Background: an optimization exercise with open tools, aiming at small area. Do not read the settings as production practice.
The RTL was checked by simulation tests, not by an equivalence proof against the original design.
Power and IR drop assume default switching activity.

`flow/design.v`:
```
package ram_pkg;
    localparam int DATA_WIDTH_DEFAULT = 16;
    typedef logic [DATA_WIDTH_DEFAULT-1:0] word_t;
    localparam int RAM8_DEPTH   = 8;
    localparam int RAM64_DEPTH  = 64;
    localparam int RAM8_ADDR_W  = $clog2(RAM8_DEPTH);
    localparam int RAM64_ADDR_W = $clog2(RAM64_DEPTH);
    localparam int RAM64_BANKS  = RAM64_DEPTH / RAM8_DEPTH;
endpackage
module ram64_hold (
    input  logic we,
    input  logic hold,
    input  logic d,
    input  logic q,
    output logic nxt
);
    assign nxt = (we & d) | (hold & q);
endmodule
module ram64_wen (
    input  logic hold,
    output logic we
);
    assign we = ~hold;
endmodule
module ram64_ao3 (
    input  logic s0,
    input  logic d0,
    input  logic s1,
    input  logic d1,
    input  logic s2,
    input  logic d2,
    output logic y_n
);
    assign y_n = ~((s0 & d0) | (s1 & d1) | (s2 & d2));
endmodule
import ram_pkg::*;
module ram64_rdbit (
    input  logic [RAM64_DEPTH-1:0] sel,
    input  logic [RAM64_DEPTH-1:0] d,
    output logic                   y
);
    localparam int N3 = RAM64_DEPTH / 3;
    logic [N3-1:0] t_n;
    generate
        for (genvar gi = 0; gi < N3; gi++) begin : g_ao
            ram64_ao3 u_ao (
                .s0  (sel[3*gi]),
                .d0  (d[3*gi]),
                .s1  (sel[3*gi+1]),
                .d1  (d[3*gi+1]),
                .s2  (sel[3*gi+2]),
                .d2  (d[3*gi+2]),
                .y_n (t_n[gi])
            );
        end
    endgenerate
    logic rest;
    always_comb begin
        rest = 1'b0;
        for (int i = 3 * N3; i < RAM64_DEPTH; i++) begin
            rest |= sel[i] & d[i];
        end
    end
    assign y = rest | ~(&t_n);
endmodule
import ram_pkg::*;
module ram64
#(
    parameter int DATA_WIDTH = DATA_WIDTH_DEFAULT
) (
    input  logic                    clk,
    input  logic                    reset,
    input  logic                    load,
    input  logic [RAM64_ADDR_W-1:0] address,
    input  logic [DATA_WIDTH-1:0]   in,
    output logic [DATA_WIDTH-1:0]   out
);
    localparam int HI_W = RAM64_ADDR_W - RAM8_ADDR_W;
    logic [RAM8_DEPTH-1:0]  hi_dec;      
    logic [RAM8_DEPTH-1:0]  hi_ld;       
    logic [RAM8_DEPTH-1:0]  lo_dec;      
    logic [RAM64_DEPTH-1:0] word_hold;
    logic [RAM64_DEPTH-1:0] word_we;
    logic [RAM64_DEPTH-1:0] word_sel;
    logic [RAM64_DEPTH-1:0] valid;
    logic [DATA_WIDTH-1:0]  word_q   [RAM64_DEPTH];
    logic [DATA_WIDTH-1:0]  word_nxt [RAM64_DEPTH];
    always_comb begin
        for (int i = 0; i < RAM8_DEPTH; i++) begin
            hi_dec[i] = (address[RAM64_ADDR_W-1:RAM8_ADDR_W] == HI_W'(i));
            lo_dec[i] = (address[RAM8_ADDR_W-1:0] == RAM8_ADDR_W'(i));
        end
    end
    assign hi_ld = load ? hi_dec : '0;
    generate
        for (genvar gi = 0; gi < RAM64_DEPTH; gi++) begin : g_word
            assign word_hold[gi] = ~(hi_ld[gi / RAM8_DEPTH] & lo_dec[gi % RAM8_DEPTH]);
            ram64_wen u_wen (
                .hold (word_hold[gi]),
                .we   (word_we[gi])
            );
            assign word_sel[gi] = hi_dec[gi / RAM8_DEPTH] & lo_dec[gi % RAM8_DEPTH] & valid[gi];
            for (genvar bi = 0; bi < DATA_WIDTH; bi++) begin : g_bit
                ram64_hold u_hold (
                    .we   (word_we[gi]),
                    .hold (word_hold[gi]),
                    .d    (in[bi]),
                    .q    (word_q[gi][bi]),
                    .nxt  (word_nxt[gi][bi])
                );
            end
            always_ff @(posedge clk) begin
                word_q[gi] <= word_nxt[gi];
            end
        end
    endgenerate
    always_ff @(posedge clk or posedge reset) begin
        if (reset) begin
            valid <= '0;
        end else begin
            valid <= valid | word_we;
        end
    end
    generate
        for (genvar bi = 0; bi < DATA_WIDTH; bi++) begin : g_rd
            logic [RAM64_DEPTH-1:0] d;
            for (genvar wi = 0; wi < RAM64_DEPTH; wi++) begin : g_d
                assign d[wi] = word_q[wi][bi];
            end
            ram64_rdbit u_rd (
                .sel (word_sel),
                .d   (d),
                .y   (out[bi])
            );
        end
    endgenerate
endmodule
```
`flow/flow/run.sh`:
```
#!/bin/bash
set -euo pipefail
bash standard.sh \
  "CTS_ARGS=-sink_clustering_enable -repair_clock_nets -dont_use_dummy_load -sink_clustering_size 24 -sink_clustering_max_diameter 90 -buf_list sky130_fd_sc_hd__clkbuf_16" \
  "BUFFER_PORTS_ARGS=-buffer_cell sky130_fd_sc_hd__buf_1" \
  finish > flow_make.log 2>&1
```
`flow/standard.sh`:
```
#!/bin/bash
# synth_recipe.tcl (not shown) runs the flow's synth.tcl, then flattens the netlist and writes it again
# the make line also repeats each setting of config.mk as NAME=value (left out here)
make -C /OpenROAD-flow-scripts/flow DESIGN_CONFIG=/design/flow/config.mk WORK_HOME=/design/flow/orfs CLKGATE_MAP_FILE= SYNTH_SCRIPT=/design/flow/synth_recipe.tcl "${@:-finish}"
```
`flow/config.mk`:
```
export PLATFORM = sky130hd
export DESIGN_NAME = ram64
export DESIGN_NICKNAME = ram64
export VERILOG_FILES = /design/flow/design.v
export SDC_FILE = /design/flow/constraint.sdc
export NUM_CORES = 4
export LEC_CHECK = 0
export CAP_MARGIN = 10
export CORE_MARGIN = 2
export CORE_UTILIZATION = 50
export CTS_BUF_LIST = sky130_fd_sc_hd__clkbuf_16
export CTS_CLUSTER_DIAMETER = 90
export CTS_CLUSTER_SIZE = 24
export SETUP_SLACK_MARGIN = 0.2
export SLEW_MARGIN = 10
export SYNTH_HIERARCHICAL = 1
```
`flow/constraint.sdc`:
```
create_clock -name core_clock -period 7.0 [get_ports {clk}]
set_input_delay 1.4000 -clock core_clock [delete_from_list [all_inputs] [get_ports {clk}]]
set_output_delay 1.4000 -clock core_clock [all_outputs]
set_load 0.01 [all_outputs]
```
==> flow_metrics.py, run 1 <==
metrics = {
    "outcome": {
        "status": "complete, no violations",
    },
    "floorplanning": {
        "initial_core_util": 0.505,
        "die_area_mm2": 0.0760,
        "rows": 99,
        "core_area_mm2": 0.0731,
        "boundaryPins": 41,
        "chipWidth_um": 276,
        "die_h_um": 276,
    },
    "grt": {
        "grt_pass1_vias": 28000,
        "grt_overflow": 0,
        "grt_util_met3": 0.0740,
        "grt_start_max_net_pins": 65,
        "use_met1": 0.489,
        "grt_util_met2": 0.515,
        "grt_pass1_wl_um": 195000,
        "busiest_layer": "met2",
        "antenna_found_initial": 4,
        "grt.total_usage": 0.341,
    },
    "synth": {
        "ys_warn_count": 11,
        "synth-edff-count": 0,
        "synth-main-ff-cell": "dfxtp_1",
        "yosysTopAreaCellShare": 0.555,
        "synth_top_area_cell": "dfxtp_1",
        "ys_ff_latch": 1088,
        "seq_area_frac_synth": 0.599,
        "synthDistinctLibCells": 24,
        "synthArstFlopShare": 0.0588,
        "syn_area_mm2": 0.0369,
        "syn_avg_cell_area_um2": 12.7,
        "synth_nets": 2921,
        "syn_inst": 2896,
        "yosys-top-cells-count": "1,024 x a22o_1, 1,024 x dfxtp_1, 336 x a222oi_1",
        "synthTopCellsByArea": "dfxtp_1 56%, a22o_1 24%, a222oi_1 9.1%",
    },
    "detailed_routing": {
        "firstDrtPassIters": 19,
        "vias": 30000,
        "wirelength_um": 134000,
        "avgRoutedWirePerCell_um": 33.6,
        "drtIter0Drc": 5483,
        "postRouteAntennaNets": 0,
        "avgViaCountPerCell": 7.52,
        "drc": 0,
    },
    "sta": {
        "min_period_over_period": 0.906,
        "drv_slew": 0,
        "fin_crit_ns": 6.34,
        "grt_setup_unrepaired": "false",
        "setup_viol": 0,
        "hold_viol": 0,
        "tightestPinTransition_ns": 1.17,
        "skew_ns": 0,
        "fin_setup_tns_ns": 0,
        "fmax_ghz": 0.158,
        "slew_headroom": 0.223,
    },
    "final_layout": {
        "post_route_cells_drive_above_1_share": 0.0671,
        "final_nets": 3053,
        "stdcell_area_mm2": 0.0399,
        "stdcell_count": 3987,
        "fin_util": 0.547,
        "syn_to_final_growth_pct": 8.20,
        "final.fill_count": 6186,
    },
    "power": {
        "ir_drop_uv": 209,
        "p_leak_nw": 16.9,
        "powerDensity_mw_per_mm2": 299,
        "p_total_w": 0.0119,
    },
    "clock_tree": {
        "holdBufCountCts": 0,
        "root_buffer": "clkbuf_16",
        "cts_buffers": 51,
        "cts_tree": "done",
        "postCtsSetupBuffers": 0,
        "clock-sinks": 1088,
        "clk_pin_slew_worst_paths_ns": 0.09,
        "post_cts_resized": 0,
        "clk_latency_ns": 0.65,
        "h-tree-depth": 2,
        "cts_buffer_depth": 3,
    },
    "place": {
        "numPlacedInstances": 3934,
        "dp_hpwl_um": 82000,
        "gp_congestion": 0.933,
        "io_buffer_count": 40,
        "post_dp_cell_area_mm2": 0.0387,
    },
    "setup_path": {
        "cp-start-kind": "input pin",
        "crit_type": "in2out",
        "arrival_ns": 4.94,
        "path_max_fanout": 18,
        "endpoint_kind": "output pin",
        "worstPathRequired_ns": 5.60,
    },
    "min_path": {
        "hp-class": "reg2reg",
    },
    "run": {
        "drv_cap": 0,
    },
}
==> where the power goes <==
| group | total, W | internal [W] | switching, W |
|---|---|---|---|
| clock network | 0.00325 | 0.00130 | 0.00195 |
| logic | 0.00107 | 0.000601 | 0.000474 |
| registers | 0.00760 | 0.00707 | 0.000530 |
| total | 0.0119 | 0.00898 | 0.00295 |
==> cell usage in the layout, fill, tap and decap left out, drive strengths merged <==
cell type,n
nor4,16
and3,64
nor3,2
a222oi,336
a211oi,16
nand4,64
and4,1
nand2,96
nand3,16
nor3b,6
dfxtp,1024
clkbuf,58
or2,64
dfrtp,64
and3b,6
a22o,1024
inv,65
buf,94
nor4b,1
nor2,1
and4b,5
diode,2
nor4bb,3
==> modules after synthesis (local to each module, per instance) <==
module / flops+latches / cell area [um2]
ram64_hold: 0 / 8.76
ram64_ao3: 0 / 10.0
ram64_rdbit: 0 / 51.3
ram64_wen: 0 / 3.75
ram64: 1088 / 23500
==> critical path, cell delays in order <==
cell      delay, ns
buf_1          0.70
nor3_2         0.34
and3_1         0.53
a222oi_1       0.90
nand3_1        0.30
nor4_1         0.27
buf_4          0.20
nand2_1        0.12
buf_1          0.17
==> state kept, by name (all words and copies together), names as in the netlist <==
register  flops
valid        64
word_q     1024
==> through the flow <==
stage / setup WS (ns) / hold WS (ns)
3_5_place_dp: 0.835 / 0.441
2_1_floorplan: 2.60 / 0.427
3_3_place_gp: 0.857 / 0.440
6_report: 0.658 / 0.461
4_1_cts: 0.823 / 0.462
5_1_grt: 0.562 / 0.475
==> final cells by class <==
type	count	area, um2	share of cell area
Timing Repair Buffer	101	646	0.0162
Antenna cell	2	5.00	0.000125
Inverter	65	244	0.00611
Multi-Input combinational cell	1721	14500	0.362
Sequential cell	1088	22100	0.553
Tap cell	959	1200	0.0300
Clock buffer	51	1280	0.0320
==> layer usage <==
layer | share of wire | vias to the layer above
li1 | - | 12600
met1 | 0.43 | 15300
met2 | 0.44 | 1836
met3 | 0.10 | 206
met4 | 0.030 | 6
met5 | 0.0010 | -
==> logic make-up (layout without fill, tap and decap cells) <==
| group | count (synthesis) | in the layout | synth area share |
|---|---|---|---|
| buffers and inverters | 87 | 217 | 0.00969 |
| other | 0 | 2 | 0 |
| AO/OA/AOI/OAI | 1376 | 1376 | 0.337 |
| AND/OR/NAND/NOR | 345 | 345 | 0.0543 |
| flip-flops | 1088 | 1088 | 0.599 |
==> path summary, 6_finish.rpt <==
path,from,to,slack (ns),depth (start not counted)
setup / recovery,address[5],out[11],0.66,9
hold / removal,valid[20]$_DFF_PP0_,valid[20]$_DFF_PP0_,0.46,1
setup reg to reg,valid[39]$_DFF_PP0_,valid[39]$_DFF_PP0_,6.15,1
hold reg to reg,valid[20]$_DFF_PP0_,valid[20]$_DFF_PP0_,0.46,1
max in group asynchronous,reset,valid[1]$_DFF_PP0_,4.87,3
min in group asynchronous,reset,valid[8]$_DFF_PP0_,0.92,2
==> run 2: changes to the inputs <==
==> flow/flow/run.sh (replaced) <==
#!/bin/bash
set -euo pipefail
bash standard.sh \
  "CTS_ARGS=-sink_clustering_enable -repair_clock_nets -dont_use_dummy_load -sink_clustering_size 28 -sink_clustering_max_diameter 100 -buf_list sky130_fd_sc_hd__clkbuf_16" \
  "BUFFER_PORTS_ARGS=-buffer_cell sky130_fd_sc_hd__buf_1" \
  finish > flow_make.log 2>&1
--- a/flow/config.mk
+++ b/flow/config.mk
@@ -11,4 +11,4 @@
 export CTS_BUF_LIST = sky130_fd_sc_hd__clkbuf_16
-export CTS_CLUSTER_DIAMETER = 90
-export CTS_CLUSTER_SIZE = 24
+export CTS_CLUSTER_DIAMETER = 100
+export CTS_CLUSTER_SIZE = 28
 export SETUP_SLACK_MARGIN = 0.2
==> run 2 against run 1 <==
Register-to-register slack about the same; global-route usage fell by 0.058 points; die area is the same; sequential power about the same; sequential share of layout area rose by 0.24 points; still clean; critical path depth unchanged.
==> flow_metrics.py, run 2 <==
metrics = {
    "synth": {
        "yosysTopAreaCellShare": 0.555,
        "synthArstFlopShare": 0.0588,
        "seq_area_frac_synth": 0.599,
        "syn_inst": 2896,
        "synth-xor-area-share": 0,
        "syn_area_mm2": 0.0369,
        "synth_top_area_cell": "dfxtp_1",
        "ys_ff_latch": 1088,
        "yosys-top-cells-count": "1,024 x a22o_1, 1,024 x dfxtp_1, 336 x a222oi_1",
        "synth_compound_area_frac": 0.337,
        "ys_warn_count": 11,
        "synth_adder_area_share": 0,
        "synth_top_family_by_area": "compound AO/OA/AOI/OAI gates",
        "syn_avg_cell_area_um2": 12.7,
        "synth-main-ff-cell": "dfxtp_1",
        "synthDistinctLibCells": 24,
        "synth_simple_gate_area_frac": 0.0543,
        "synth_mux_area_frac": 0,
        "synth-edff-count": 0,
        "synth_nets": 2921,
        "synthTopCellsByArea": "dfxtp_1 56%, a22o_1 24%, a222oi_1 9.1%",
    },
    "power": {
        "seqPwrFrac": 0.650,
        "p_total_w": 0.0117,
        "p_leak_nw": 16.8,
        "p_int_w": 0.00881,
        "ir_drop_uv": 203,
        "p_sw_w": 0.00289,
        "swShare": 0.247,
        "power_frac_clock": 0.258,
        "combPwrFrac": 0.092,
        "powerDensity_mw_per_mm2": 294,
    },
    "clock_tree": {
        "clk_pin_slew_worst_paths_ns": 0.11,
        "root_buffer": "clkbuf_16",
        "clk_latency_ns": 0.62,
        "holdBufCountCts": 0,
        "postCtsSetupBuffers": 0,
        "post_cts_resized": 0,
        "clock-sinks": 1088,
        "cts_buffer_depth": 3,
        "h-tree-depth": 2,
        "cts_buffers": 44,
        "cts_tree": "done",
    },
    "sta": {
        "setup_viol": 0,
        "hold_viol": 0,
        "grt_setup_unrepaired": "false",
        "fmax_ghz": 0.157,
        "min_period_over_period": 0.909,
        "drv_slew": 0,
        "fin_crit_ns": 6.36,
        "fin_hold_ws_ns": 0.465,
        "fin_setup_tns_ns": 0,
        "skew_ns": 0,
        "tightestPinTransition_ns": 1.18,
        "slew_headroom": 0.212,
    },
    "floorplanning": {
        "chipWidth_um": 276,
        "core_area_mm2": 0.0731,
        "rows": 99,
        "die_area_mm2": 0.0760,
        "initial_core_util": 0.505,
        "boundaryPins": 41,
        "die_h_um": 276,
    },
    "setup_path": {
        "cpMaxStageDelayCell": "a222oi_1",
        "cp_top_family": "simple AND/OR/NAND/NOR gates",
        "critical_path.cell_chain": "buf_1, and3b_1, and3_1, a222oi_1, nand4_1, nor4_1, buf_4, nand2_1, buf_1",
        "endpoint_kind": "output pin",
        "critPathMaxStageDelay_ns": 0.79,
        "crit_type": "in2out",
        "cp-start-kind": "input pin",
        "arrival_ns": 4.96,
        "r2r-start": "valid[39]$_DFF_PP0_",
        "worstPathRequired_ns": 5.60,
        "r2r_cells": 1,
        "path_buf_inv": 3,
        "cp_common_cell": "buf_1",
        "reg2reg_slack_ns": 6.14,
        "r2r_end": "valid[39]$_DFF_PP0_",
        "cp.depth": 9,
        "path_max_fanout": 18,
    },
    "final_layout": {
        "layout_common_cells": "1,024 x a22o_1, 1,024 x dfxtp_1, 336 x a222oi_1",
        "final.fill_count": 6211,
        "largest_reg_flops": 1024,
        "stdcell_count": 3980,
        "post_route_cells_drive_above_1_share": 0.0649,
        "final_nets": 3046,
        "largest_register": "word_q",
        "reg_top3": "word_q x1024, valid x64",
        "syn_to_final_growth_pct": 7.72,
    },
    "detailed_routing": {
        "wirelength_um": 134000,
        "avgRoutedWirePerCell_um": 33.6,
        "firstDrtPassIters": 19,
        "drtIter0Drc": 5490,
        "postRouteAntennaNets": 0,
        "vias": 30000,
        "drc": 0,
        "avgViaCountPerCell": 7.54,
    },
    "min_path": {
        "hp-class": "reg2reg",
        "min_from": "valid[10]$_DFF_PP0_",
        "worstHoldPathCells": 1,
        "whs_endpoint": "valid[10]$_DFF_PP0_",
    },
    "outcome": {
        "status": "complete, no violations",
    },
    "grt": {
        "antenna_found_initial": 6,
        "grt.total_usage": 0.341,
        "grt_overflow": 0,
        "grt_start_max_net_pins": 65,
        "grt_pass1_wl_um": 195000,
        "grt_pass1_vias": 27900,
    },
    "place": {
        "io_buffer_count": 40,
        "gp_congestion": 0.933,
        "dp_hpwl_um": 82000,
        "numPlacedInstances": 3934,
    },
    "run": {
        "drv_cap": 0,
    },
}
[run 2: cell counts after synthesis]
No cell type changed its count.
[run 2: cells by family (layout without fill, tap and decap cells)]
group / count (synthesis) / after routing
flip-flops: 1088 / 1088
other: 0 / 2
buffers and inverters: 87 / 210
AO/OA/AOI/OAI: 1376 / 1376
AND/OR/NAND/NOR: 345 / 345
[run 2: area by class of cell]
cell class / count / area [um2] / area share
Sequential cell: 1088 / 22100 / 0.556
Multi-Input combinational cell: 1721 / 14500 / 0.364
Tap cell: 959 / 1200 / 0.0302
Clock buffer: 44 / 1100 / 0.0277
Timing Repair Buffer: 101 / 646 / 0.0162
Inverter: 65 / 244 / 0.00614
Antenna cell: 2 / 5.00 / 0.000126
[run 2: Yosys stat by module (local to each module, per instance)]
module,cell area [um2],cells inside,flip-flops and latches
ram64,23500,1328,1088
ram64_hold,8.76,1,0
ram64_rdbit,51.3,9,0
ram64_ao3,10.0,1,0
ram64_wen,3.75,1,0
[run 2: stage by stage]
step,setup WS (ns),instance area [um2],util
3_3_place_gp,0.857,38700,0.529
4_1_cts,0.823,39800,0.544
6_report,0.635,39800,0.544
2_1_floorplan,2.60,36900,-
5_1_grt,0.551,39800,0.544
3_5_place_dp,0.835,38700,0.529
[run 2: per-layer routing]
layer | share of wire | track usage | up-vias
met5 | 0.00020 | 0 | -
met2 | 0.44 | 0.520 | 1870
met3 | 0.11 | 0.0746 | 173
met1 | 0.43 | 0.491 | 15300
li1 | - | - | 12600
met4 | 0.026 | 0.0842 | 4
[run 2: how the worst max path moves through the flow]
stage	from	to	slack, ns
detailed placement	address[5]	out[2]	0.83
floorplan	address[5]	out[0]	2.60
CTS	address[5]	out[2]	0.82
finish	address[5]	out[15]	0.64
global placement	address[5]	out[15]	0.86
global route	address[5]	out[13]	0.55
[run 2: power groups by stage]
stage	sequential (W)	combinational, W	clock [W]
2_1_floorplan	0.00752	0.000732	0
3_3_place_gp	0.00770	0.00102	0
3_5_place_dp	0.00769	0.00106	0
4_1_cts	0.00757	0.00106	0.00306
5_1_grt	0.00768	0.00115	0.00327
6_report	0.00760	0.00108	0.00302
==> run 3: changes to the inputs <==
--- a/flow/design.v
+++ b/flow/design.v
@@ -17,8 +17,2 @@
     assign nxt = (we & d) | (hold & q);
-endmodule
-module ram64_wen (
-    input  logic hold,
-    output logic we
-);
-    assign we = ~hold;
 endmodule
@@ -81,3 +75,2 @@
     logic [RAM8_DEPTH-1:0]  lo_dec;      
-    logic [RAM64_DEPTH-1:0] word_hold;
     logic [RAM64_DEPTH-1:0] word_we;
@@ -96,7 +89,3 @@
         for (genvar gi = 0; gi < RAM64_DEPTH; gi++) begin : g_word
-            assign word_hold[gi] = ~(hi_ld[gi / RAM8_DEPTH] & lo_dec[gi % RAM8_DEPTH]);
-            ram64_wen u_wen (
-                .hold (word_hold[gi]),
-                .we   (word_we[gi])
-            );
+            assign word_we[gi]  = hi_ld[gi / RAM8_DEPTH] & lo_dec[gi % RAM8_DEPTH];
             assign word_sel[gi] = hi_dec[gi / RAM8_DEPTH] & lo_dec[gi % RAM8_DEPTH] & valid[gi];
@@ -105,3 +94,3 @@
                     .we   (word_we[gi]),
-                    .hold (word_hold[gi]),
+                    .hold (~word_we[gi]),
                     .d    (in[bi]),
==> run 3 against run 2 <==
Still clean; power about the same; count of clock-buffer cells in the layout did not move; setup slack got worse by 0.37 ns; non-clock buffer count increased by 38; critical path depth increased by 1; critical path type unchanged.
==> flow_metrics.py, run 3 <==
metrics = {
    "power": {
        "p_leak_nw": 16.7,
        "p_sw_w": 0.00289,
        "swShare": 0.247,
        "power_frac_clock": 0.259,
        "ir_drop_uv": 177,
        "powerDensity_mw_per_mm2": 290,
        "combPwrFrac": 0.094,
        "p_int_w": 0.00881,
        "seqPwrFrac": 0.647,
    },
    "floorplanning": {
        "chipWidth_um": 277,
        "die_area_mm2": 0.0768,
        "boundaryPins": 41,
        "initial_core_util": 0.503,
        "die_h_um": 277,
        "core_area_mm2": 0.0742,
        "rows": 100,
    },
    "synth": {
        "synth_simple_gate_area_frac": 0.0536,
        "syn_area_mm2": 0.0373,
        "synth-main-ff-cell": "dfxtp_1",
        "synthArstFlopShare": 0.0588,
        "synth_top_area_cell": "dfxtp_1",
        "syn_avg_cell_area_um2": 12.7,
        "synth_top_family_by_area": "compound AO/OA/AOI/OAI gates",
        "yosys-top-cells-count": "1,024 x a22o_1, 1,024 x dfxtp_1, 336 x a222oi_1",
        "seq_area_frac_synth": 0.592,
        "syn_inst": 2942,
        "synth_mux_area_frac": 0,
        "synth_nets": 2967,
        "synth-edff-count": 0,
        "synth-xor-area-share": 0,
        "yosysTopAreaCellShare": 0.549,
        "ys_ff_latch": 1088,
        "synthDistinctLibCells": 33,
        "ys_warn_count": 11,
        "synth_compound_area_frac": 0.346,
        "synth_adder_area_share": 0,
        "synthTopCellsByArea": "dfxtp_1 55%, a22o_1 24%, a222oi_1 9.0%",
    },
    "setup_path": {
        "r2r_end": "valid[38]$_DFF_PP0_",
        "path_max_fanout": 16,
        "cp-start-kind": "input pin",
        "arrival_ns": 5.33,
        "endpoint_kind": "output pin",
        "r2r-start": "valid[38]$_DFF_PP0_",
        "crit_type": "in2out",
        "reg2reg_slack_ns": 6.31,
        "worstPathRequired_ns": 5.60,
        "r2r_cells": 1,
    },
    "sta": {
        "grt_setup_unrepaired": "false",
        "tightestPinTransition_ns": 1.34,
        "fmax_ghz": 0.149,
        "fin_crit_ns": 6.73,
        "setup_viol": 0,
        "worst_slack_ns": 0.267,
        "drv_slew": 0,
        "fin_setup_tns_ns": 0,
        "slew_headroom": 0.100,
        "min_period_over_period": 0.962,
        "skew_ns": 0,
        "hold_viol": 0,
        "fin_hold_ws_ns": 0.458,
    },
    "final_layout": {
        "layout_common_cells": "1,024 x a22o_1, 1,024 x dfxtp_1, 336 x a222oi_1",
        "largest_register": "word_q",
        "stdcell_area_mm2": 0.0404,
        "final_nets": 3099,
        "reg_top3": "word_q x1024, valid x64",
        "syn_to_final_growth_pct": 8.12,
        "largest_reg_flops": 1024,
        "post_route_cells_drive_above_1_share": 0.0632,
    },
    "clock_tree": {
        "clk_pin_slew_worst_paths_ns": 0.11,
        "clock-sinks": 1088,
        "holdBufCountCts": 0,
        "cts_tree": "done",
        "root_buffer": "clkbuf_16",
        "post_cts_resized": 0,
        "clk_latency_ns": 0.61,
        "cts_buffers": 44,
        "cts_buffer_depth": 3,
        "postCtsSetupBuffers": 0,
        "h-tree-depth": 2,
    },
    "detailed_routing": {
        "vias": 30800,
        "drtIter0Drc": 5917,
        "firstDrtPassIters": 9,
        "postRouteAntennaNets": 0,
        "drc": 0,
        "avgViaCountPerCell": 7.62,
        "wirelength_um": 137000,
        "avgRoutedWirePerCell_um": 33.8,
    },
    "place": {
        "gp_congestion": 0.912,
        "io_buffer_count": 40,
        "dp_slack_ns": 0.378,
        "dp_hpwl_um": 84200,
        "post_dp_cell_area_mm2": 0.0392,
    },
    "run": {
        "drv_cap": 0,
    },
    "min_path": {
        "whs_endpoint": "valid[14]$_DFF_PP0_",
        "min_from": "valid[14]$_DFF_PP0_",
        "worstHoldPathCells": 1,
        "hp-class": "reg2reg",
    },
    "grt": {
        "grt_pass1_wl_um": 199000,
        "grt_pass1_vias": 28500,
        "antenna_found_initial": 8,
        "grt.total_usage": 0.340,
        "grt_overflow": 0,
        "grt_start_max_net_pins": 65,
    },
    "outcome": {
        "status": "complete, no violations",
    },
}
run 3: changes by cell type in the layout (fill, tap and decap cells not counted), moves of 18 or more:
| cell | delta |
|---|---|
| a21o_1 | +64 |
| buf_4 | +37 |
| inv_1 | -64 |
| nor2_1 | +45 |
| nor2_2 | +18 |
| or2_2 | -64 |
run 3: how the worst max path moves through the flow:
stage | end | start | slack, ns
floorplan | out[0] | address[4] | 2.49
global placement | out[14] | address[0] | 0.41
detailed placement | out[14] | address[0] | 0.38
CTS | out[14] | address[0] | 0.38
global route | out[5] | address[5] | 0.20
finish | out[14] | address[1] | 0.27
run 3: per-stage QoR:
stage,std cells,power [W],util
after detailed placement,3995,0.00875,0.529
after CTS,4039,0.0117,0.543
final,4043,0.0117,0.544
after floorplan,2942,0.00828,-
after global placement,3995,0.00868,0.528
after global routing,4042,0.0121,0.544
run 3: cells by family after synthesis:
kind of cell           Yosys count
AOI/OAI and AO/OA             1440
DFF                           1088
buffers and inverters           54
and+or+nand+nor                360
run 3: modules after synthesis (local to each module, per instance):
module,area [um2],times used
ram64,24200,1
ram64_hold,8.76,1024
ram64_ao3,10.0,336
ram64_rdbit,51.3,16
run 3: worst max-delay path, stage by stage:
cell and delay [ns]:
buf_1 0.30, buf_4 0.25, and3b_1 0.50, buf_4 0.38, and3_1 0.47, a222oi_1 0.47
nand4_1 0.40, nor4_1 0.75, nand2_1 0.22, buf_1 0.19
run 3: layer usage:
metal	wire length, um	GRT usage
met5	70	0
met4	4590	0.110
met3	16700	0.0778
met2	57400	0.485
met1	57900	0.507
run 3: power by group through the flow:
| stage | registers (W) | clock network [W] | logic (W) |
|---|---|---|---|
| after detailed placement | 0.00767 | 0 | 0.00108 |
| after global placement | 0.00765 | 0 | 0.00103 |
| after floorplan | 0.00753 | 0 | 0.000749 |
| after CTS | 0.00754 | 0.00306 | 0.00108 |
| after global routing | 0.00765 | 0.00329 | 0.00118 |
| final | 0.00757 | 0.00303 | 0.00110 |
run 3: final cells by class:
class | instances | area [um2]
Antenna cell | 2 | 5.00
Timing Repair Buffer | 139 | 943
Inverter | 1 | 3.75
Sequential cell | 1088 | 22100
Tap cell | 969 | 1210
Multi-Input combinational cell | 1800 | 15000
Clock buffer | 44 | 1100
Fill cell | 6304 | 33800

==> separate check: timing with driven ports <==
The results above use ideal ports. As a check the final layouts listed here were re-extracted and re-timed, cells and wires unchanged. Step 1, drivers: a clkbuf_16 drives clk and a buf_2 each remaining input, both assumed. Step 2 moves the port delays by t, midway between the first and last clock arrival at a register: inputs arrive t later, outputs are due t later. That takes back most of the time a late clock gives input paths. Slacks: ideal ports / drivers / drivers and shift; pairs: ideal ports / drivers.
run	t, ns	setup slack, ns	worst data-port slew with drivers (ns)
run 1	0.711	0.658 / 0.569 / 0.569	0.09
run 2	0.687	0.635 / 0.540 / 0.540	0.09
run 3	0.694	0.267 / 0.222 / 0.222	0.09
After both steps setup and hold are still met in every run listed. For run 2, which loses most, drivers alone change the setup slack by -0.095 ns; drivers and shift together by -0.095 ns.
